Background: an optimization exercise with open tools, aiming at small area. Do not read the settings as production practice. In this exercise RTL edits were held to simulation tests only and were not proved equivalent to the original. Power is estimated from default activity; no workload was simulated.

// pci_lite_top
module pci_lite_top (
    input  logic                                 clk,
    input  logic                                 arst_n,
    input  logic                                 start,
    input  logic                                 write,
    input  logic [31:0]                          addr,
    input  logic [2:0]                           count,
    input  logic [31:0]                          wdata,
    output logic                                 word_taken,
    output logic [31:0]                          rdata,
    output logic                                 rdata_valid,
    output logic                                 busy,
    output logic                                 done,
    output logic                                 abort,
    input  logic [3:0]                           ext_req,
    output logic [3:0]                           ext_gnt
);
==> module mem_word_ctl, before the edit <==
module mem_word_ctl (
    input  logic wt,         
    input  logic l1, l2, l3,
    input  logic written,
    output logic we,
    output logic rsel
);
    assign we   = wt & l1 & l2 & l3;
    assign rsel = l1 & l2 & l3 & written;
endmodule
==> module mem_inv, before the edit <==
module mem_inv (
    input  logic a,
    output logic y
);
    assign y = !a;
endmodule
==> module target_memory, before the edit <==
module target_memory (
    input  logic                                 clk,
    input  logic                                 arst_n,
    input  logic                                 free,       
    input  logic [pci_lite_pkg::idx_width-1:0]   addr_lo,    
    input  logic                                 data_phase,
    input  logic                                 claim_q,
    input  logic                                 write_q,
    input  logic [31:0]                          wdata,
    output logic                                 word_taken,
    output logic [31:0]                          rdata,
    output logic                                 rdata_valid
);
    localparam int n_words = pci_lite_pkg::mem_words;
    logic [31:0]          mem [n_words];
    logic [31:0]          mem_d [n_words];
    logic [n_words-1:0]   written;    
    logic [3:0]           slot;       
    logic [n_words-1:0]   we;
    logic [n_words-1:0]   nwe;
    logic [n_words-1:0]   rsel;
    logic                 step;
    logic [3:0]           p, n;       
    assign word_taken = data_phase && claim_q && write_q;
    assign step       = data_phase && (write_q || rdata_valid);
    always_ff @(posedge clk or negedge arst_n)
    begin
        if (!arst_n)
            rdata_valid <= 1'b0;
        else
            rdata_valid <= data_phase && claim_q && !write_q;
    end
    always_ff @(posedge clk)
    begin
        if (free)
            slot <= addr_lo;
        else if (step)
            slot <= (slot == 4'd3) ? 4'd10 : slot + 1'b1;
    end
    assign p = slot;
    assign n = ~slot;
    mem_word_ctl u_ctl0 (.wt(word_taken), .l1(p[3]), .l2(n[2]), .l3(n[0]), .written(written[0]), .we(we[0]), .rsel(rsel[0]));    
    mem_word_ctl u_ctl1 (.wt(word_taken), .l1(p[3]), .l2(n[2]), .l3(p[0]), .written(written[1]), .we(we[1]), .rsel(rsel[1]));    
    mem_word_ctl u_ctl2 (.wt(word_taken), .l1(p[2]), .l2(n[1]), .l3(n[0]), .written(written[2]), .we(we[2]), .rsel(rsel[2]));    
    mem_word_ctl u_ctl3 (.wt(word_taken), .l1(p[2]), .l2(n[1]), .l3(p[0]), .written(written[3]), .we(we[3]), .rsel(rsel[3]));    
    mem_word_ctl u_ctl4 (.wt(word_taken), .l1(p[2]), .l2(p[1]), .l3(n[0]), .written(written[4]), .we(we[4]), .rsel(rsel[4]));    
    mem_word_ctl u_ctl5 (.wt(word_taken), .l1(p[2]), .l2(p[1]), .l3(p[0]), .written(written[5]), .we(we[5]), .rsel(rsel[5]));    
    mem_word_ctl u_ctl6 (.wt(word_taken), .l1(n[3]), .l2(n[1]), .l3(n[0]), .written(written[6]), .we(we[6]), .rsel(rsel[6]));    
    mem_word_ctl u_ctl7 (.wt(word_taken), .l1(n[3]), .l2(n[1]), .l3(p[0]), .written(written[7]), .we(we[7]), .rsel(rsel[7]));    
    mem_word_ctl u_ctl8 (.wt(word_taken), .l1(n[3]), .l2(p[1]), .l3(n[0]), .written(written[8]), .we(we[8]), .rsel(rsel[8]));    
    mem_word_ctl u_ctl9 (.wt(word_taken), .l1(n[3]), .l2(p[1]), .l3(p[0]), .written(written[9]), .we(we[9]), .rsel(rsel[9]));    
    for (genvar i = 0; i < n_words; i++)
    begin : g_nwe
        mem_inv u_inv (.a(we[i]), .y(nwe[i]));
    end
    always_ff @(posedge clk or negedge arst_n)
    begin
        if (!arst_n)
            written <= '0;
        else
            written <= written | we;
    end
    for (genvar i = 0; i < n_words; i++)
    begin : g_word
        for (genvar b = 0; b < 32; b++)
        begin : g_bit
            mem_bit_next u_next (
                .we  (we[i]),
                .nwe (nwe[i]),
                .w   (wdata[b]),
                .q   (mem[i][b]),
                .d   (mem_d[i][b])
            );
        end
    end
    always_ff @(posedge clk)
        for (int i = 0; i < n_words; i++)
            mem[i] <= mem_d[i];
    for (genvar b = 0; b < 32; b++)
    begin : g_rd
        logic y0, y1, y2, y3;
        mem_aoi222 u_a0 (.a1(rsel[0]), .a2(mem[0][b]), .b1(rsel[1]), .b2(mem[1][b]), .c1(rsel[2]), .c2(mem[2][b]), .y(y0));
        mem_aoi222 u_a1 (.a1(rsel[3]), .a2(mem[3][b]), .b1(rsel[4]), .b2(mem[4][b]), .c1(rsel[5]), .c2(mem[5][b]), .y(y1));
        mem_aoi222 u_a2 (.a1(rsel[6]), .a2(mem[6][b]), .b1(rsel[7]), .b2(mem[7][b]), .c1(rsel[8]), .c2(mem[8][b]), .y(y2));
        mem_nand2  u_n9 (.a(rsel[9]), .b(mem[9][b]), .y(y3));
        mem_nand4  u_or (.a(y0), .b(y1), .c(y2), .d(y3), .y(rdata[b]));
    end
endmodule
==> flow/config.mk <==
export PLATFORM = sky130hd
export DESIGN_NAME = pci_lite_top
export DESIGN_NICKNAME = pci_lite_top
export VERILOG_FILES = /design/flow/design.v
export SDC_FILE = /design/flow/constraint.sdc
export NUM_CORES = 4
export LEC_CHECK = 0
export CAP_MARGIN = 20
export CORE_MARGIN = 2
export CORE_UTILIZATION = 40
export CTS_BUF_LIST = sky130_fd_sc_hd__clkbuf_16
export CTS_CLUSTER_DIAMETER = 100
export CTS_CLUSTER_SIZE = 30
export PLACE_DENSITY = 0.6
export SLEW_MARGIN = 20
export SYNTH_HIERARCHICAL = 1
==> flow/constraint.sdc <==
create_clock -name core_clock -period 5.0 [get_ports {clk}]
set_input_delay 1.0000 -clock core_clock [delete_from_list [all_inputs] [get_ports {clk}]]
set_output_delay 1.0000 -clock core_clock [all_outputs]
set_load 0.01 [all_outputs]
standard.sh (not shown) runs the stock make flow with config.mk's settings and CLKGATE_MAP_FILE= SYNTH_SCRIPT=/design/flow/synth_recipe.tcl, a recipe that flattens the netlist after the stock synthesis.
==> flow/flow/run.sh <==
#!/bin/bash
# Standard layout, with the port buffers made as the smallest buffer cell
# and a clock tree without dummy loads.
set -euo pipefail
export BUFFER_PORTS_ARGS="-buffer_cell sky130_fd_sc_hd__buf_1"
export CTS_ARGS="-sink_clustering_enable -repair_clock_nets -buf_list sky130_fd_sc_hd__clkbuf_16 -sink_clustering_size 30 -sink_clustering_max_diameter 100 -dont_use_dummy_load -root_buf sky130_fd_sc_hd__clkbuf_4"
bash standard.sh > standard_flow.log 2>&1
Then changed:
--- a/flow/design.v
+++ b/flow/design.v
@@ -130,22 +130,18 @@
 endmodule
 module mem_word_ctl (
     input  logic wt,         
     input  logic l1, l2, l3,
     input  logic written,
     output logic we,
+    output logic nwe,
     output logic rsel
 );
-    assign we   = wt & l1 & l2 & l3;
+    assign nwe  = !(wt & l1 & l2 & l3);
+    assign we   = !nwe;
     assign rsel = l1 & l2 & l3 & written;
-endmodule
-module mem_inv (
-    input  logic a,
-    output logic y
-);
-    assign y = !a;
 endmodule
 module target_memory (
     input  logic                                 clk,
     input  logic                                 arst_n,
     input  logic                                 free,       
     input  logic [pci_lite_pkg::idx_width-1:0]   addr_lo,    
@@ -182,26 +178,22 @@
             slot <= addr_lo;
         else if (step)
             slot <= (slot == 4'd3) ? 4'd10 : slot + 1'b1;
     end
     assign p = slot;
     assign n = ~slot;
-    mem_word_ctl u_ctl0 (.wt(word_taken), .l1(p[3]), .l2(n[2]), .l3(n[0]), .written(written[0]), .we(we[0]), .rsel(rsel[0]));    
-    mem_word_ctl u_ctl1 (.wt(word_taken), .l1(p[3]), .l2(n[2]), .l3(p[0]), .written(written[1]), .we(we[1]), .rsel(rsel[1]));    
-    mem_word_ctl u_ctl2 (.wt(word_taken), .l1(p[2]), .l2(n[1]), .l3(n[0]), .written(written[2]), .we(we[2]), .rsel(rsel[2]));    
-    mem_word_ctl u_ctl3 (.wt(word_taken), .l1(p[2]), .l2(n[1]), .l3(p[0]), .written(written[3]), .we(we[3]), .rsel(rsel[3]));    
-    mem_word_ctl u_ctl4 (.wt(word_taken), .l1(p[2]), .l2(p[1]), .l3(n[0]), .written(written[4]), .we(we[4]), .rsel(rsel[4]));    
-    mem_word_ctl u_ctl5 (.wt(word_taken), .l1(p[2]), .l2(p[1]), .l3(p[0]), .written(written[5]), .we(we[5]), .rsel(rsel[5]));    
-    mem_word_ctl u_ctl6 (.wt(word_taken), .l1(n[3]), .l2(n[1]), .l3(n[0]), .written(written[6]), .we(we[6]), .rsel(rsel[6]));    
-    mem_word_ctl u_ctl7 (.wt(word_taken), .l1(n[3]), .l2(n[1]), .l3(p[0]), .written(written[7]), .we(we[7]), .rsel(rsel[7]));    
-    mem_word_ctl u_ctl8 (.wt(word_taken), .l1(n[3]), .l2(p[1]), .l3(n[0]), .written(written[8]), .we(we[8]), .rsel(rsel[8]));    
-    mem_word_ctl u_ctl9 (.wt(word_taken), .l1(n[3]), .l2(p[1]), .l3(p[0]), .written(written[9]), .we(we[9]), .rsel(rsel[9]));    
-    for (genvar i = 0; i < n_words; i++)
-    begin : g_nwe
-        mem_inv u_inv (.a(we[i]), .y(nwe[i]));
-    end
+    mem_word_ctl u_ctl0 (.wt(word_taken), .l1(p[3]), .l2(n[2]), .l3(n[0]), .written(written[0]), .we(we[0]), .nwe(nwe[0]), .rsel(rsel[0]));    
+    mem_word_ctl u_ctl1 (.wt(word_taken), .l1(p[3]), .l2(n[2]), .l3(p[0]), .written(written[1]), .we(we[1]), .nwe(nwe[1]), .rsel(rsel[1]));    
+    mem_word_ctl u_ctl2 (.wt(word_taken), .l1(p[2]), .l2(n[1]), .l3(n[0]), .written(written[2]), .we(we[2]), .nwe(nwe[2]), .rsel(rsel[2]));    
+    mem_word_ctl u_ctl3 (.wt(word_taken), .l1(p[2]), .l2(n[1]), .l3(p[0]), .written(written[3]), .we(we[3]), .nwe(nwe[3]), .rsel(rsel[3]));    
+    mem_word_ctl u_ctl4 (.wt(word_taken), .l1(p[2]), .l2(p[1]), .l3(n[0]), .written(written[4]), .we(we[4]), .nwe(nwe[4]), .rsel(rsel[4]));    
+    mem_word_ctl u_ctl5 (.wt(word_taken), .l1(p[2]), .l2(p[1]), .l3(p[0]), .written(written[5]), .we(we[5]), .nwe(nwe[5]), .rsel(rsel[5]));    
+    mem_word_ctl u_ctl6 (.wt(word_taken), .l1(n[3]), .l2(n[1]), .l3(n[0]), .written(written[6]), .we(we[6]), .nwe(nwe[6]), .rsel(rsel[6]));    
+    mem_word_ctl u_ctl7 (.wt(word_taken), .l1(n[3]), .l2(n[1]), .l3(p[0]), .written(written[7]), .we(we[7]), .nwe(nwe[7]), .rsel(rsel[7]));    
+    mem_word_ctl u_ctl8 (.wt(word_taken), .l1(n[3]), .l2(p[1]), .l3(n[0]), .written(written[8]), .we(we[8]), .nwe(nwe[8]), .rsel(rsel[8]));    
+    mem_word_ctl u_ctl9 (.wt(word_taken), .l1(n[3]), .l2(p[1]), .l3(p[0]), .written(written[9]), .we(we[9]), .nwe(nwe[9]), .rsel(rsel[9]));    
     always_ff @(posedge clk or negedge arst_n)
     begin
         if (!arst_n)
             written <= '0;
         else
             written <= written | we;
What happened: Maximum frequency is lower by 5.4%; wire length is higher by 3.3%; clock power stays flat; worst setup slack is worse by 240 ps; power is higher by 0.53%; area after synthesis is about the same; clock skew is lower by 32 ps; utilization is lower by 0.13 points; via count is higher by 1.7%; synthesized cell count stays the same; global-route usage is higher by 0.61 points; non-clock buffer count is lower by 10; clock-buffer cell count does not change.

==> what the ideal ports hide <==
The flow's constraints put no driver on any port. The routed layouts listed below were extracted and timed again, unchanged, in two steps.
Step 1 assumes that a clkbuf_16 drives the clock port and a buf_2 every other input.
Step 2 adds t to the input delays and takes it off the output delays; t is the mean of the earliest and latest rising clock arrival at the registers after step 1. Input paths then give back, and output paths get back, about the clock's delay inside the block.
Three values: ideal, step 1, step 2; two values: the first two.
run | t, ns | setup WS [ns] | worst data-port slew with drivers (ns)
the first run | 0.734 | 0.875 / 0.832 / 1.566 | 0.05
the second run | 0.715 | 0.637 / 0.594 / 1.309 | 0.08
After both steps every run listed still meets setup and hold.
